This design comes from an exercise in tuning for small area, a short achievable clock period and few clock cycles per item on the open sky130 flow, not from production work. No run shown here included a check of the RTL's function; only the layout flow was run. Power and IR drop assume default switching activity.

--- flow/run.sh ---
#!/bin/bash
# synth_recipe.tcl (not shown) runs the flow's synth.tcl, then flattens the netlist and writes it again
# the make line also repeats each setting of config.mk as NAME=value (left out here)
make -C /OpenROAD-flow-scripts/flow DESIGN_CONFIG=/design/flow/config.mk WORK_HOME=/design/flow/orfs CLKGATE_MAP_FILE= SYNTH_SCRIPT=/design/flow/synth_recipe.tcl finish
--- flow/config.mk ---
export PLATFORM = sky130hd
export DESIGN_NAME = muldiv_sequencer
export DESIGN_NICKNAME = muldiv_sequencer
export VERILOG_FILES = /design/flow/design.v
export SDC_FILE = /design/flow/constraint.sdc
export NUM_CORES = 4
export LEC_CHECK = 0
export CAP_MARGIN = 20
export CORE_MARGIN = 2
export CORE_UTILIZATION = 40
export SLEW_MARGIN = 20
--- flow/constraint.sdc ---
create_clock -name core_clock -period 11.0 [get_ports {clk}]
set_input_delay 2.2000 -clock core_clock [delete_from_list [all_inputs] [get_ports {clk}]]
set_output_delay 2.2000 -clock core_clock [all_outputs]
set_load 0.01 [all_outputs]
--- flow/design.v ---
module muldiv_sequencer #(
   parameter int WIDTH = 32
) (
   input  logic              clk,
   input  logic              rst,
   input  logic              op_valid,
   input  logic [1:0]        op_code,
   input  logic [WIDTH-1:0]  src_a,
   input  logic [WIDTH-1:0]  src_b,
   input  logic              flush,
   output logic              busy,
   output logic              res_valid,
   output logic [WIDTH-1:0]  res_hi,
   output logic [WIDTH-1:0]  res_lo
);
   localparam int N = 39;
   logic st_mul_q, st_pre_q, st_neg_q, st_aln_q, st_itr_q, st_fxr_q, st_fxq_q, st_done_q;
   logic st_mul_d, st_pre_d, st_neg_d, st_aln_d, st_itr_d, st_fxr_d, st_fxq_d, st_done_d;
   logic [31:0] h_q, h_d, l_q, l_d;
   logic [34:0] d_q, d_d;           
   logic [4:0]  w_q, w_d;           
   logic [4:0]  cnt_q, cnt_d;
   logic        sgn_q, sgn_d;       
   logic        na_q, na_d;         
   logic        nb_q, nb_d;         
   wire idle = ~(st_mul_q | st_pre_q | st_neg_q | st_aln_q | st_itr_q |
                 st_fxr_q | st_fxq_q | st_done_q);
   wire op_signed = ~op_code[0];
   wire accept    = idle & op_valid & ~flush;
   wire [35:0] bx  = {{4{op_signed & src_b[31]}}, src_b};
   wire [36:0] bxs = {bx, 1'b0};
   function automatic logic [4:0] win(input logic [36:0] v, input logic [3:0] j);
      logic [4:0] r;
      r = '0;
      for (int k = 0; k < 9; k++)
         if (j == k) r = v[4*k +: 5];
      win = r;
   endfunction
   logic [35:0] sfx;
   logic [3:0]  js;
   always_comb begin
      sfx[35] = 1'b1;
      for (int t = 34; t >= 0; t--) sfx[t] = sfx[t+1] & (bx[t] == bx[35]);
      js = 4'd8;
      for (int j = 7; j >= 0; j--)
         if (sfx[4*j+3]) js = j[3:0];
   end
   logic [2:0] dg1, dg0;
   wire        dsub = ~nb_q;                     
   wire        csub = ~(na_q ^ nb_q);            
   always_comb begin
      dg1 = 3'b000;
      dg0 = 3'b000;
      if (st_mul_q) begin
         dg1 = w_q[4:2];
         dg0 = w_q[2:0];
      end else if (st_aln_q) begin
         dg1 = dsub ? 3'b110 : 3'b001;           
      end else if (st_itr_q) begin
         if (cnt_q[0]) dg0 = dsub ? 3'b100 : 3'b011;    
         else          dg0 = dsub ? 3'b110 : 3'b001;    
      end else if (st_pre_q) begin
         dg0 = csub ? 3'b110 : 3'b001;
      end
   end
   function automatic logic [35:0] booth(input logic [2:0] t, input logic [34:0] a);
      logic zero, two;
      logic [34:0] y;
      zero  = (t == 3'b000) | (t == 3'b111);
      two   = (t == 3'b100) | (t == 3'b011);
      y     = zero ? 35'd0 : (two ? {a[33:0], 1'b0} : a);
      booth = {t[2], y ^ {35{t[2]}}};
   endfunction
   wire [35:0] bt1 = booth(dg1, d_q);
   wire [35:0] bt0 = booth(dg0, d_q);
   wire        n1  = bt1[35];
   wire        n0  = bt0[35];
   wire [N-1:0] i1 = {{2{bt1[34]}}, bt1[34:0], n1, n1};    
   wire [N-1:0] i2 = {{4{bt0[34]}}, bt0[34:0]};
   logic [N-1:0] i0;
   logic         cin;
   always_comb begin
      cin = 1'b0;
      if (st_mul_q)                 begin i0 = {6'd0, h_q[0], l_q, 3'b000, n1}; cin = n0; end
      else if (st_pre_q)            begin i0 = {{7{sgn_q & h_q[31]}}, h_q}; cin = n0; end
      else if (st_neg_q | st_fxr_q) begin i0 = ~{7'd0, h_q}; cin = 1'b1; end
      else if (st_fxq_q)            begin i0 = ~{7'd0, l_q}; cin = 1'b1; end
      else                          begin i0 = {7'd0, h_q}; cin = n1 | n0; end
   end
   wire [N-1:0] cs_s = i0 ^ i1 ^ i2;
   wire [N-1:0] cs_c = (i0 & i1) | (i0 & i2) | (i1 & i2);
   function automatic logic [N-1:0] add(input logic [N-1:0] a, input logic [N-1:0] b,
                                        input logic ci);
      logic [N:0] g, p, gg, pp;
      logic [N-1:0] s;
      g[0] = ci; p[0] = 1'b0;
      for (int i = 1; i <= N; i++) begin
         g[i] = a[i-1] & b[i-1];
         p[i] = a[i-1] ^ b[i-1];
      end
      gg = g; pp = p;
      for (int d = 1; d <= 32; d = d * 2)
         for (int i = 2*d - 1; i <= N; i = i + 2*d) begin
            gg[i] = gg[i] | (pp[i] & gg[i-d]);
            pp[i] = pp[i] & pp[i-d];
         end
      for (int d = 16; d >= 1; d = d / 2)
         for (int i = 3*d - 1; i <= N; i = i + 2*d) begin
            gg[i] = gg[i] | (pp[i] & gg[i-d]);
            pp[i] = pp[i] & pp[i-d];
         end
      for (int i = 0; i < N; i++) s[i] = p[i+1] ^ gg[i];
      add = s;
   endfunction
   wire [N-1:0] t  = add(cs_s, {cs_c[N-2:0], 1'b0}, cin);
   wire         q  = ~t[N-1];
   wire [26:0] pu  = h_q[27:1];
   wire        inc = ~t[38] & t[37];
   wire        dec = t[38];
   logic [26:0] pu_n;
   always_comb begin
      logic all1, all0;
      all1 = 1'b1; all0 = 1'b1;
      for (int i = 0; i < 27; i++) begin
         pu_n[i] = pu[i] ^ ((inc & all1) | (dec & all0));
         all1 = all1 & pu[i];
         all0 = all0 & ~pu[i];
      end
   end
   wire t_zero = (t == '0);
   wire fast   = na_q ? (~t[N-1] & ~t_zero) : t[N-1];
   wire fixq   = na_q ^ nb_q;
   always_comb begin
      st_mul_d = 1'b0; st_pre_d = 1'b0; st_neg_d = 1'b0; st_aln_d = 1'b0;
      st_itr_d = 1'b0; st_fxr_d = 1'b0; st_fxq_d = 1'b0; st_done_d = 1'b0;
      h_d = h_q; l_d = l_q; d_d = d_q; w_d = w_q; cnt_d = cnt_q;
      sgn_d = sgn_q; na_d = na_q; nb_d = nb_q;
      if (idle) begin
         sgn_d = op_signed;
         na_d  = op_signed & src_a[31];
         nb_d  = op_signed & src_b[31];
         l_d   = '0;
         if (op_code[1]) begin
            h_d      = src_a;
            d_d      = {{3{op_signed & src_b[31]}}, src_b};
            st_pre_d = accept;
         end else begin
            h_d      = '0;
            d_d      = {{3{op_signed & src_a[31]}}, src_a};
            w_d      = win(bxs, js);
            cnt_d    = {1'b0, js};
            st_mul_d = accept;
         end
      end
      if (st_mul_q) begin
         h_d   = {pu_n, t[36:32]};
         l_d   = t[31:0];
         w_d   = win(bxs, cnt_q[3:0] - 4'd1);
         cnt_d = cnt_q - 5'd1;
         if (cnt_q == 5'd0) st_done_d = 1'b1;
         else               st_mul_d  = 1'b1;
      end
      if (st_pre_q) begin
         cnt_d = 5'd1;
         if (fast)      st_done_d = 1'b1;
         else if (na_q) st_neg_d  = 1'b1;
         else           st_aln_d  = 1'b1;
      end
      if (st_neg_q) begin
         h_d      = t[31:0];
         st_aln_d = 1'b1;
      end
      if (st_aln_q) begin
         if (q && cnt_q != 5'd31) begin
            d_d      = {d_q[32:0], 2'b00};
            cnt_d    = cnt_q + 5'd2;
            st_aln_d = 1'b1;
         end else
            st_itr_d = 1'b1;
      end
      if (st_itr_q) begin
         if (q) h_d = t[31:0];
         l_d   = {l_q[30:0], q};
         if (!cnt_q[0]) d_d = {{2{d_q[34]}}, d_q[34:2]};
         cnt_d = cnt_q - 5'd1;
         if (cnt_q == 5'd0) begin
            if (na_q)      st_fxr_d  = 1'b1;
            else if (fixq) st_fxq_d  = 1'b1;
            else           st_done_d = 1'b1;
         end else st_itr_d = 1'b1;
      end
      if (st_fxr_q) begin
         h_d = t[31:0];
         if (fixq) st_fxq_d  = 1'b1;
         else      st_done_d = 1'b1;
      end
      if (st_fxq_q) begin
         l_d       = t[31:0];
         st_done_d = 1'b1;
      end
      if (flush) begin
         st_mul_d = 1'b0; st_pre_d = 1'b0; st_neg_d = 1'b0; st_aln_d = 1'b0;
         st_itr_d = 1'b0; st_fxr_d = 1'b0; st_fxq_d = 1'b0; st_done_d = 1'b0;
      end
   end
   always_ff @(posedge clk or posedge rst) begin
      if (rst) begin
         st_mul_q  <= 1'b0;
         st_pre_q  <= 1'b0;
         st_neg_q  <= 1'b0;
         st_aln_q  <= 1'b0;
         st_itr_q  <= 1'b0;
         st_fxr_q  <= 1'b0;
         st_fxq_q  <= 1'b0;
         st_done_q <= 1'b0;
      end else begin
         st_mul_q  <= st_mul_d;
         st_pre_q  <= st_pre_d;
         st_neg_q  <= st_neg_d;
         st_aln_q  <= st_aln_d;
         st_itr_q  <= st_itr_d;
         st_fxr_q  <= st_fxr_d;
         st_fxq_q  <= st_fxq_d;
         st_done_q <= st_done_d;
      end
   end
   always_ff @(posedge clk) begin
      h_q   <= h_d;
      l_q   <= l_d;
      d_q   <= d_d;
      w_q   <= w_d;
      cnt_q <= cnt_d;
      sgn_q <= sgn_d;
      na_q  <= na_d;
      nb_q  <= nb_d;
   end
   assign busy      = op_valid & ~flush & ~st_done_q;
   assign res_valid = st_done_q;
   assign res_hi    = h_q;
   assign res_lo    = l_q;
endmodule
==> run notes, run 1 <==
Max Fclk=0.114 GHz; crit share post-route=79.8%; min-delay src=st_fxr_q; initial core utilization=40.8%; via count=14300; library cells used by synthesis=73; Synth Area per Inst=7.23 um^2; multi-input logic area=9860 um^2; Final TNS setup=0 ps; drt first-iter violations=1495; PD cells=301 nW/um^2; slowest stage cell, crit path=nor4_1; Die H=189 um; GP Congestion=0.972; largest net degree at the start of global routing=83; Final Non-Filler Cells=2357; Critical Path AT=9090 ps; Final Hold Viols=0; Crit. Startpoint=na_q; sequential share of the synthesized area=20.9%; Synth Instances=1897; layout cell share with drive strength beyond 1=4.66%; CP Capture Type=register; DRC viols=0; Hold Buf Count CTS=0; Hold Path Class=register to register; fillcell total=3324; CP Launch Type=register; Register Area=2870 um^2; leading cell type in the layout, fill and taps excluded=nand2_1; Syn Nets=2071; Top FF cell, synth=dfxtp_1; Post-CTS Setup Bufs=0; total track usage=28.6%; Buffers on Ports=135; first-pass GRT wire length=79000 um; CTS H-tree lvls=4; worst-margin pin slew=1130 ps; CTS buffer count=17; #FFs+latches synth=120; area of the core=33600 um^2; clock-pin slew on the worst setup and hold paths=70 ps; die area=35800 um^2; initial antenna violation count=0; Max VDD drop=0.000128 V; num ports=136; Lkg Pwr=0.00641 uW; status=timing/DRC/antenna clean; Core Util, Final=46.9%; Ys Warns=1; total gr overflow=0; Max-slew headroom=24.4%; TritonCTS clock tree=yes; Final #Nets=2070; DR WL/cell=21.9 um; Critical Path Fanout Max=34; antenna cells=0; root buf cell=clkbuf_16; Reg2Reg Launch Point=na_q; Detailed Routing Iterations Pass 1=6; Clk Latency, worst-skew pair=440 ps; CP most frequent cell=a21oi_1; RSZ-0062 raised after global routing=no; Critical Path RT=11310 ps; CP Class=register to register; Largest stage delay, worst path=850 ps; number of synthesized flops with an enable pin=42; Post-Route WL=51600 um; Final setup viols=0; Placed Cells=2325; Core Rows=67; share of synthesized registers carrying an async set or reset=6.67%; mapped cell area=13700 um^2; Final Cell Area=15800 um^2; Clock Tree Buf Depth=2; width of the die=189 um; Layout Area Growth over Synthesis=14.9%; Post-CTS Resized=0; DP Wirelength=39100 um; Clock Sinks=120; Max Cap Viol=0; remaining antenna violation count=0; Via density=6.05; fin crit period=8770 ps; placed cell area=15200 um^2; Pins Over Slew Limit=0; vias in the first global route=13000; clock skew=17.1 ps; commonest cells after routing, fill and taps aside=nand2_1 (236), a21oi_1 (229), nor2_1 (185)
==> report_power, final <==
part           internal, uW  switching, uW
registers               668            442
logic                  1230           1830
clock network           334            236
total                  2230           2500
==> logic make-up after synthesis <==
| family | Yosys count | share of synthesized area, % |
|---|---|---|
| mux | 80 | 5.88 |
| xor+xnor | 89 | 5.80 |
| fa+ha+maj | 104 | 12.6 |
| flops | 120 | 20.9 |
| simple gates | 642 | 21.6 |
| compound gates | 587 | 25.6 |
| buf+inv | 275 | 7.65 |
==> sequential cells by signal, summed over array words and instances (netlist names), 5 cells and up <==
signal and cells:
cnt_q 5, d_q 35, h_q 32, l_q 32, w_q 5
==> per-layer routing <==
metal	vias up	global-route usage, %	part of all wire (%)
li1	6685	-	-
met2	739	42.4	43
met5	-	0	0
met3	83	4.54	9.1
met1	6763	41.8	45
met4	0	9.89	2.8
==> through the flow <==
step | power, uW | worst slack, ps | hold WS [ps]
after floorplan | 3030 | 3900 | 504
after global placement | 4050 | 2560 | 576
after detailed placement | 4100 | 2350 | 578
after CTS | 4680 | 2350 | 591
after global routing | 5090 | 1440 | 652
final | 4740 | 2230 | 591
==> cell usage after synthesis, types with 4 or more instances <==
cell | count | area [um^2]
a22oi_1 | 42 | 315
a211oi_1 | 56 | 420
ha_1 | 47 | 588
nor4b_1 | 7 | 61.3
a311oi_1 | 5 | 43.8
nor3_1 | 13 | 65.1
mux2i_1 | 76 | 761
nor2b_1 | 8 | 50.1
edfxtp_1 | 42 | 1260
o22ai_1 | 11 | 68.8
xnor2_1 | 62 | 543
clkbuf_1 | 154 | 578
a2111oi_0 | 8 | 70.1
and3_1 | 22 | 138
xor2_1 | 26 | 228
dfxtp_1 | 70 | 1400
o21ai_0 | 142 | 711
or3_1 | 4 | 25.0
a221oi_1 | 9 | 78.8
o21ai_1 | 5 | 25.0
o211ai_1 | 6 | 45.0
a21o_1 | 13 | 97.6
nor2_1 | 190 | 713
and2_1 | 10 | 62.6
nand2b_1 | 9 | 56.3
fa_1 | 57 | 1140
nand3_1 | 70 | 350
or2_2 | 5 | 31.3
a21oi_1 | 232 | 1160
o2111ai_1 | 5 | 43.8
inv_1 | 94 | 353
nor4_1 | 6 | 37.5
and4_1 | 5 | 43.8
a22o_1 | 13 | 114
mux2_2 | 4 | 45.0
buf_2 | 5 | 25.0
or4_1 | 10 | 75.1
dfrtp_1 | 8 | 200
o21bai_1 | 4 | 30.0
a31oi_1 | 9 | 56.3
nand3b_1 | 6 | 45.0
o31ai_1 | 8 | 60.1
nand2_1 | 237 | 890
buf_1 | 18 | 67.6
nand4_1 | 20 | 125
==> worst max-delay path: cells and delay by family (launching register included) <==
family | cells | cell delay, ps
compound gates | 14 | 3260
mux | 1 | 200
fa+ha+maj | 4 | 1420
buf+inv | 2 | 210
simple gates | 7 | 2590
flops | 1 | 410
xor+xnor | 2 | 570
==> area by class of cell <==
| class | count | share of cell area (%) |
|---|---|---|
| inverter | 96 | 2.29 |
| clock buffer | 18 | 2.72 |
| clock inverter | 14 | 0.945 |
| sequential | 120 | 18.2 |
| multi-input combinational | 1502 | 62.6 |
| timing repair buffer | 159 | 9.69 |
| tap | 448 | 3.56 |
==> path summary, 6_finish.rpt <==
kind / endpoint / slack, ps / cells after the start
setup / recovery: h_q[31] / 2230 / 30
hold / removal: st_fxq_q / 590 / 2
setup reg to reg: h_q[31] / 2230 / 30
hold reg to reg: st_fxq_q / 590 / 2
max in group asynchronous: st_mul_q / 8740 / 2
min in group asynchronous: st_mul_q / 2000 / 2
==> inputs of run 2 (changes only) <==
--- a/flow/config.mk
+++ b/flow/config.mk
@@ -6,6 +6,8 @@
 export NUM_CORES = 4
 export LEC_CHECK = 0
+export ABC_CLOCK_PERIOD_IN_PS = 5000
 export CAP_MARGIN = 20
 export CORE_MARGIN = 2
 export CORE_UTILIZATION = 40
+export SETUP_SLACK_MARGIN = 5
 export SLEW_MARGIN = 20
==> run 2 against run 1 <==
Still clean on timing, DRC and antenna. First-iteration DRC count up 18%. Combinational power up 32%. Non-clock buffer count up 115. Register-to-register slack better by 1900 ps. Sequential cell count unchanged. Synthesized cell count unchanged. Die area unchanged. Total power up 21%. Final area up 17%. Sequential share of layout area down 2.6 points. Clock-buffer cell count unchanged.
==> run notes, run 2 <==
worst-margin pin slew=907 ps; synth top area cells=dfxtp_1 (10%), edfxtp_1 (9.2%), a21oi_1 (8.5%); crit share post-route=62.8%; Syn Nets=2071; status=timing/DRC/antenna clean; Critical Path AT=7210 ps; DR WL/cell=24.0 um; vias in the first global route=14100; PD cells=311 nW/um^2; area of the core=33600 um^2; CP Capture Type=register; most common cell in the netlist=nand2_1; Max Fclk=0.145 GHz; Synth Area per Inst=7.23 um^2; Yosys top cell by area=dfxtp_1; clock skew=11.1 ps; PnR worst setup slack=4100 ps; die area=35800 um^2; register share of total power=19.9%; GP Congestion=0.945; Critical Path RT=11310 ps; max reg flops=35; Final Hold Viols=0; CP Launch Type=register; number of synthesized flops with an enable pin=42; antenna cells=0; Reg2Reg Launch Point=nb_q; Critical Path Fanout Max=17; Max VDD drop=0.000151 V; Lkg Pwr=0.00740 uW; initial antenna violation count=0; clock-pin slew on the worst setup and hold paths=70 ps; top cell type's share of synthesized area=10.2%; Via density=6.23; leading cell type in the layout, fill and taps excluded=nand2_1; remaining antenna violation count=0; Die H=189 um; commonest cells after routing, fill and taps aside=nand2_1 (224), a21oi_1 (193), nor2_1 (176); fin crit period=6900 ps; sequential share of the synthesized area=20.9%; Cell Int Power=2780 uW; largest net degree at the start of global routing=73; Setup WS pre-CTS=2780 ps; DRC viols=0; via count=15400; Final setup viols=0; layout cell share with drive strength beyond 1=19.7%; initial core utilization=40.8%; CTS buffer count=17; CTS H-tree lvls=4; Buffers on Ports=135; Top FF cell, synth=dfxtp_1; slowest stage cell, crit path=fa_1; drt first-iter violations=1771; Detailed Routing Iterations Pass 1=6; switching part of the total power=51.6%; Largest stage delay, worst path=500 ps; clock group share of total power=10.1%; width of the die=189 um; num ports=136; Clock Sinks=120; Gate power share=70.0%; library cells used by synthesis=73; Top reg by flops=d_q; total track usage=31.4%; Commonest cells post-synth=nand2_1 (237), a21oi_1 (232), nor2_1 (190), clkbuf_1 (154), o21ai_0 (142); Clock Tree Buf Depth=2; Pins Over Slew Limit=0; Post-Route WL=59300 um; min-delay src=st_neg_q; RSZ-0062 raised after global routing=yes; Final TNS setup=0 ps; Final #Nets=2188; P_sw=2970 uW; Clk Latency, worst-skew pair=450 ps; first-pass GRT wire length=86200 um; mapped cell area=13700 um^2; Layout Area Growth over Synthesis=34.6%; Max Cap Viol=0; largest registers=d_q (35), h_q (32), l_q (32); root buf cell=clkbuf_16; DP Wirelength=39700 um; CP most frequent cell=buf_6; #FFs+latches synth=120; total power=5750 uW; total gr overflow=0; Crit. Startpoint=nb_q; Max-slew headroom=39.1%; Ys Warns=1; share of synthesized registers carrying an async set or reset=6.67%; Synth Instances=1897; TritonCTS clock tree=yes; CP Class=register to register; Core Rows=67; Hold Path Class=register to register
-- run 2: layout make-up --
type,instances,area [um^2]
Fill cell,3054,15200
Multi-Input combinational cell,1505,11200
Timing Repair Buffer,274,2920
Sequential cell,120,2870
Tap cell,448,561
Clock buffer,18,439
Inverter,96,362
Clock inverter,14,140
-- run 2: path summary, 6_finish.rpt --
path	depth (start not counted)	slack, ps	to
worst max-delay path	34	4100	st_done_q
worst min register to register	2	610	st_aln_q
worst max register to register	34	4100	st_done_q
worst min-delay path	2	610	st_aln_q
min in group asynchronous	2	2000	st_mul_q
max in group asynchronous	2	8720	st_itr_q
-- run 2: power groups by stage --
stage / Clock [uW] / Sequential, uW / Combinational, uW
final: 579 / 1140 / 4030
after global routing: 598 / 1170 / 4310
after CTS: 581 / 1100 / 3540
after detailed placement: 0 / 1100 / 3140
after global placement: 0 / 1100 / 3060
after floorplan: 0 / 826 / 2320
-- run 2: stage by stage --
step	utilization [%]	instances	cell area [um^2]	hold slack (ps)
after floorplan	-	1897	14000	504
after global placement	45.8	2321	15400	564
after CTS	51.9	2438	17400	604
final	54.9	2475	18500	610
after global routing	54.9	2475	18500	644
after detailed placement	45.8	2321	15400	588
-- run 2: kinds of logic (layout without fill, tap and decap cells) --
group / Yosys count / in the layout / synth area share [%]
AND/OR/NAND/NOR: 642 / 645 / 21.6
AO/OA/AOI/OAI: 587 / 587 / 25.6
buffers and inverters: 275 / 402 / 7.65
flip-flops: 120 / 120 / 20.9
adder cells (fa/ha/maj): 104 / 104 / 12.6
XOR/XNOR: 89 / 89 / 5.80
multiplexers: 80 / 80 / 5.88
-- run 2: what timing repair did --
item	CTS	global route
endpoints found under the setup margin	94	81
gates resized for setup	165	138
hold buffers	0	0
pin swaps	60	94
setup buffers	77	29
gates cloned	8	8
-- run 2: layer usage --
layer | part of all wire (%) | vias to the layer above | GRT usage (%)
li1 | - | 6945 | -
met1 | 41 | 7386 | 44.1
met2 | 45 | 926 | 48.5
met3 | 9.4 | 151 | 5.13
met4 | 4.3 | 0 | 11.4
met5 | 0 | - | 0
-- run 2: worst max-delay path: cells and delay by family, from the launching register on --
family / cells / cell delay, ps
adders and majority gates: 4 / 1300
AOI/OAI and AO/OA: 12 / 2310
DFF: 1 / 480
buffers and inverters: 9 / 1040
and+or+nand+nor: 8 / 1320
xor gates and xnor gates: 1 / 270

==> static timing again, ports no longer ideal <==
In the flow no input, the clock included, has a driving cell. The finished layouts below were timed again as built, in two steps.
Step 1: set_driving_cell puts a clkbuf_16 on clk and a buf_2 on each other input, an assumption about the parent block.
Step 2 times the ports against the registers' clock, not the clock port: input delays grow and output delays shrink by t, the midpoint of the rising clock arrivals with the driver on.
Three values: ideal, step 1, step 2; two values: the first two.
run	shift t [ns]	setup slack, ns	hold slack, ns	worst setup path at the end	worst slew at a driven data input, ns
run 1	0.489	2.225 / 2.225 / 2.225	0.591 / 0.591 / 0.591	register to register	0.05
run 2	0.495	4.097 / 4.097 / 4.097	0.610 / 0.610 / 0.610	register to register	0.05
After both steps setup and hold are still met in every run listed.
